What follows belongs to an exercise in optimizing a design on an open flow for small area; a production flow would make more cautious choices. Function was checked by simulation only, so behaviour that the tests miss may differ from the original. Power and IR drop assume default switching activity.

==> inputs of fjord <==
==> flow/design.v <==
module rf_aoi222 (
    input  logic a1, a2, b1, b2, c1, c2,
    output logic y
);
    assign y = ~((a1 & a2) | (b1 & b2) | (c1 & c2));
endmodule
module rf_nand2 (
    input  logic a, b,
    output logic y
);
    assign y = ~(a & b);
endmodule
module multiport_register_file #(
    parameter int DW    = 32,
    parameter int NREG  = 32,
    parameter int NRD   = 2,
    parameter int NWR   = 2,
    parameter int ZERO0 = 1,
    localparam int AW   = $clog2(NREG)
) (
    input  logic              clk,
    input  logic              n_rst,
    input  logic [NWR-1:0]    wen,
    input  logic [NWR*AW-1:0] wsel,
    input  logic [NWR*DW-1:0] wdat,
    input  logic [NRD*AW-1:0] rsel,
    output logic [NRD*DW-1:0] rdat,
    output logic [NWR-1:0]    wcoll,
    output logic [15:0]       wcnt
);
    localparam int R0 = (ZERO0 != 0) ? 1 : 0;    
    logic [NWR-1:0]          win;
    logic [NWR-1:0]          drop;
    logic [NWR-1:0]          commit;
    logic [16:0]             ncommit;
    logic [16:0]             wsum;
    logic                    phase;
    logic [NREG-1:0]         valid;
    logic [NREG*DW-1:0]      s;
    logic [NWR*DW-1:0]       wenc;
    logic [NREG*NWR-1:0]     we;
    logic [NREG-1:0]         hold;
    always_comb begin
        for (int p = 0; p < NWR; p++) begin
            win[p] = wen[p];
            for (int q = 0; q < p; q++) begin
                if (wen[q] && wsel[q*AW +: AW] == wsel[p*AW +: AW])
                    win[p] = 1'b0;
            end
            drop[p]   = wen[p] && !win[p];
            commit[p] = win[p] && !(ZERO0 != 0 && wsel[p*AW +: AW] == '0);
        end
    end
    always_comb begin
        ncommit = '0;
        for (int p = 0; p < NWR; p++)
            ncommit = ncommit + 17'(commit[p]);
        wsum = {1'b0, wcnt} + ncommit;
    end
    assign wenc = wdat ^ {(NWR*DW){phase}};
    always_ff @(posedge clk or posedge n_rst) begin
        if (n_rst) begin
            phase <= 1'b0;
            wcoll <= '0;
            wcnt  <= '0;
        end else begin
            phase <= ~phase;
            wcoll <= drop;
            wcnt  <= wsum[16] ? 16'hFFFF : wsum[15:0];
        end
    end
    genvar r, p;
    generate
        if (R0 != 0) begin : g_r0
            assign valid[0]     = 1'b0;
            assign s[0 +: DW]   = '0;
            assign we[0 +: NWR] = '0;
            assign hold[0]      = 1'b1;
        end
        for (r = R0; r < NREG; r++) begin : g_reg
            for (p = 0; p < NWR; p++) begin : g_we
                assign we[r*NWR + p] = win[p] && wsel[p*AW +: AW] == AW'(r);
            end
            assign hold[r] = ~|we[r*NWR +: NWR];
            logic          vld;
            logic [DW-1:0] st;
            always_ff @(posedge clk or posedge n_rst) begin
                if (n_rst)
                    vld <= 1'b0;
                else if (!hold[r])
                    vld <= 1'b1;
            end
            logic [DW-1:0] nxt;
            for (genvar b = 0; b < DW; b++) begin : g_bit
                rf_aoi222 u_w (
                    .a1(we[r*NWR + 0]), .a2(wenc[0*DW + b]),
                    .b1(we[r*NWR + 1]), .b2(wenc[1*DW + b]),
                    .c1(hold[r]),       .c2(st[b]),
                    .y (nxt[b])
                );
            end
            always_ff @(posedge clk)
                st <= nxt;
            assign valid[r]      = vld;
            assign s[r*DW +: DW] = st;
        end
    endgenerate
    localparam int NST = NREG - R0;             
    localparam int NG3 = NST / 3;               
    localparam int NT  = NG3 + ((NST % 3) != 0 ? 1 : 0);
    generate
        for (genvar rp = 0; rp < NRD; rp++) begin : g_rd
            logic [NREG-1:0] sel;
            logic            any;
            for (genvar k = 0; k < NREG; k++) begin : g_sel
                assign sel[k] = valid[k] && rsel[rp*AW +: AW] == AW'(k);
            end
            assign any = |sel;
            for (genvar b = 0; b < DW; b++) begin : g_bit
                logic [NT-1:0] t;
                for (genvar g = 0; g < NG3; g++) begin : g_g3
                    localparam int K = R0 + 3*g;
                    rf_aoi222 u_a (
                        .a1(sel[K]),   .a2(s[K*DW + b]),
                        .b1(sel[K+1]), .b2(s[(K+1)*DW + b]),
                        .c1(sel[K+2]), .c2(s[(K+2)*DW + b]),
                        .y (t[g])
                    );
                end
                if (NST % 3 == 1) begin : g_t1
                    localparam int K = R0 + 3*NG3;
                    rf_nand2 u_n (.a(sel[K]), .b(s[K*DW + b]), .y(t[NG3]));
                end
                if (NST % 3 == 2) begin : g_t2
                    localparam int K = R0 + 3*NG3;
                    rf_aoi222 u_a (
                        .a1(sel[K]),   .a2(s[K*DW + b]),
                        .b1(sel[K+1]), .b2(s[(K+1)*DW + b]),
                        .c1(1'b0),     .c2(1'b0),
                        .y (t[NG3])
                    );
                end
                assign rdat[rp*DW + b] = (~&t) ^ (any & phase);
            end
        end
    endgenerate
endmodule
==> flow/flow/run.sh <==
#!/bin/bash
# Standard layout, with two changes: ports are buffered with the smallest
# buffer (buf_1) instead of the default choice, and CTS skips dummy loads.
set -euo pipefail
export BUFFER_PORTS_ARGS="-buffer_cell sky130_fd_sc_hd__buf_1"
export CTS_ARGS="-sink_clustering_enable -repair_clock_nets -dont_use_dummy_load -buf_list sky130_fd_sc_hd__clkbuf_8 -sink_clustering_size 16 -sink_clustering_max_diameter 50"
bash standard.sh > standard_flow.log 2>&1
==> flow/standard.sh <==
#!/bin/bash
# synth_recipe.tcl (not shown) runs the flow's synth.tcl, then flattens the netlist and writes it again
# the make line also repeats each setting of config.mk as NAME=value (left out here)
make -C /OpenROAD-flow-scripts/flow DESIGN_CONFIG=/design/flow/config.mk WORK_HOME=/design/flow/orfs CLKGATE_MAP_FILE= SYNTH_SCRIPT=/design/flow/synth_recipe.tcl "${@:-finish}"
==> flow/config.mk <==
export PLATFORM = sky130hd
export DESIGN_NAME = multiport_register_file
export DESIGN_NICKNAME = multiport_register_file
export VERILOG_FILES = /design/flow/design.v
export SDC_FILE = /design/flow/constraint.sdc
export NUM_CORES = 4
export LEC_CHECK = 0
export CAP_MARGIN = 20
export CELL_PAD_IN_SITES_DETAIL_PLACEMENT = 1
export CELL_PAD_IN_SITES_GLOBAL_PLACEMENT = 1
export CORE_MARGIN = 2
export CORE_UTILIZATION = 46
export PLACE_DENSITY = 0.66
export SLEW_MARGIN = 20
export SYNTH_HIERARCHICAL = 1
==> flow/constraint.sdc <==
create_clock -name core_clock -period 10.0 [get_ports {clk}]
set_input_delay 2.0000 -clock core_clock [delete_from_list [all_inputs] [get_ports {clk}]]
set_output_delay 2.0000 -clock core_clock [all_outputs]
set_load 0.01 [all_outputs]
==> inputs of willow, as changes to fjord <==
==> flow/flow/run.sh (replaced) <==
#!/bin/bash
# Standard layout, with two changes: ports are buffered with the smallest
# buffer (buf_1) instead of the default choice, and CTS skips dummy loads.
set -euo pipefail
export BUFFER_PORTS_ARGS="-buffer_cell sky130_fd_sc_hd__buf_1"
export CTS_ARGS="-sink_clustering_enable -repair_clock_nets -dont_use_dummy_load -buf_list sky130_fd_sc_hd__clkbuf_8 -sink_clustering_size 20 -sink_clustering_max_diameter 55"
bash standard.sh > standard_flow.log 2>&1
- CAP_MARGIN: 20 -> 12
- CORE_UTILIZATION: 46 -> 40
- PLACE_DENSITY: 0.66 -> 0.6
- SLEW_MARGIN: 20 -> 12
==> results.txt <==
|  | fjord | willow |
|---|---|---|
| Peak per-stage delay on the critical path | 0.66 ns | 0.79 ns |
| Combinational cell fraction of total power | 21.4% | 21.5% |
| Total of fill cells in the finished design | 9447 | 11100 |
| Net switching power | 4.01 mW | 4.00 mW |
| Routed length on met3 | 42600 um | 41300 um |
| Overall fraction of global-route tracks in use | 49.5% | 45.4% |
| Clock network power share | 22.1% | 21.9% |
| Clkbuf count | 119 | 114 |
| Tapcells inserted | 1243 | 1391 |
| Placed inst area | 47500 um^2 | 47500 um^2 |
| Summed area of non-filler cells in the final layout | 49600 um^2 | 49100 um^2 |
| Arrival time of data at the critical path endpoint | 6.16 ns | 6.15 ns |
| Total wire length | 248000 um | 261000 um |
| Flop pwr share | 56.5% | 56.6% |
| GR met3 Demand/Resource | 18.9% | 14.9% |
| Run status | finished clean | finished clean |

## static timing again, ports no longer ideal
The results above use ideal ports. As a check the final layouts listed here were re-extracted and re-timed, cells and wires unchanged. Step 1 (the two cells are an assumption about what drives the block):
set clk [get_ports {clk}]
set_driving_cell -lib_cell sky130_fd_sc_hd__clkbuf_16 $clk
set_driving_cell -lib_cell sky130_fd_sc_hd__buf_2 [delete_from_list [all_inputs] $clk]
Step 2, shift: input delay + t, output delay - t, t = (earliest + latest rising clock arrival at the registers) / 2. This alone moves slack from input paths to output paths. a / b / c = ideal ports / drivers / drivers and shift; a / b = the first two.
run | shift t [ns] | setup WS [ns] | worst register clock-pin slew, ns | worst data-port slew with drivers (ns) | cell pins on the clock port's net
fjord | 0.888 | 1.841 / 1.811 / 1.811 | 0.10 / 0.10 | 0.04 | 1
willow | 0.883 | 1.854 / 1.822 / 1.822 | 0.12 / 0.12 | 0.04 | 1
After both steps setup and hold are still met in every run listed. For willow, which loses most, drivers alone change the setup slack by -0.032 ns; drivers and shift together by -0.032 ns.
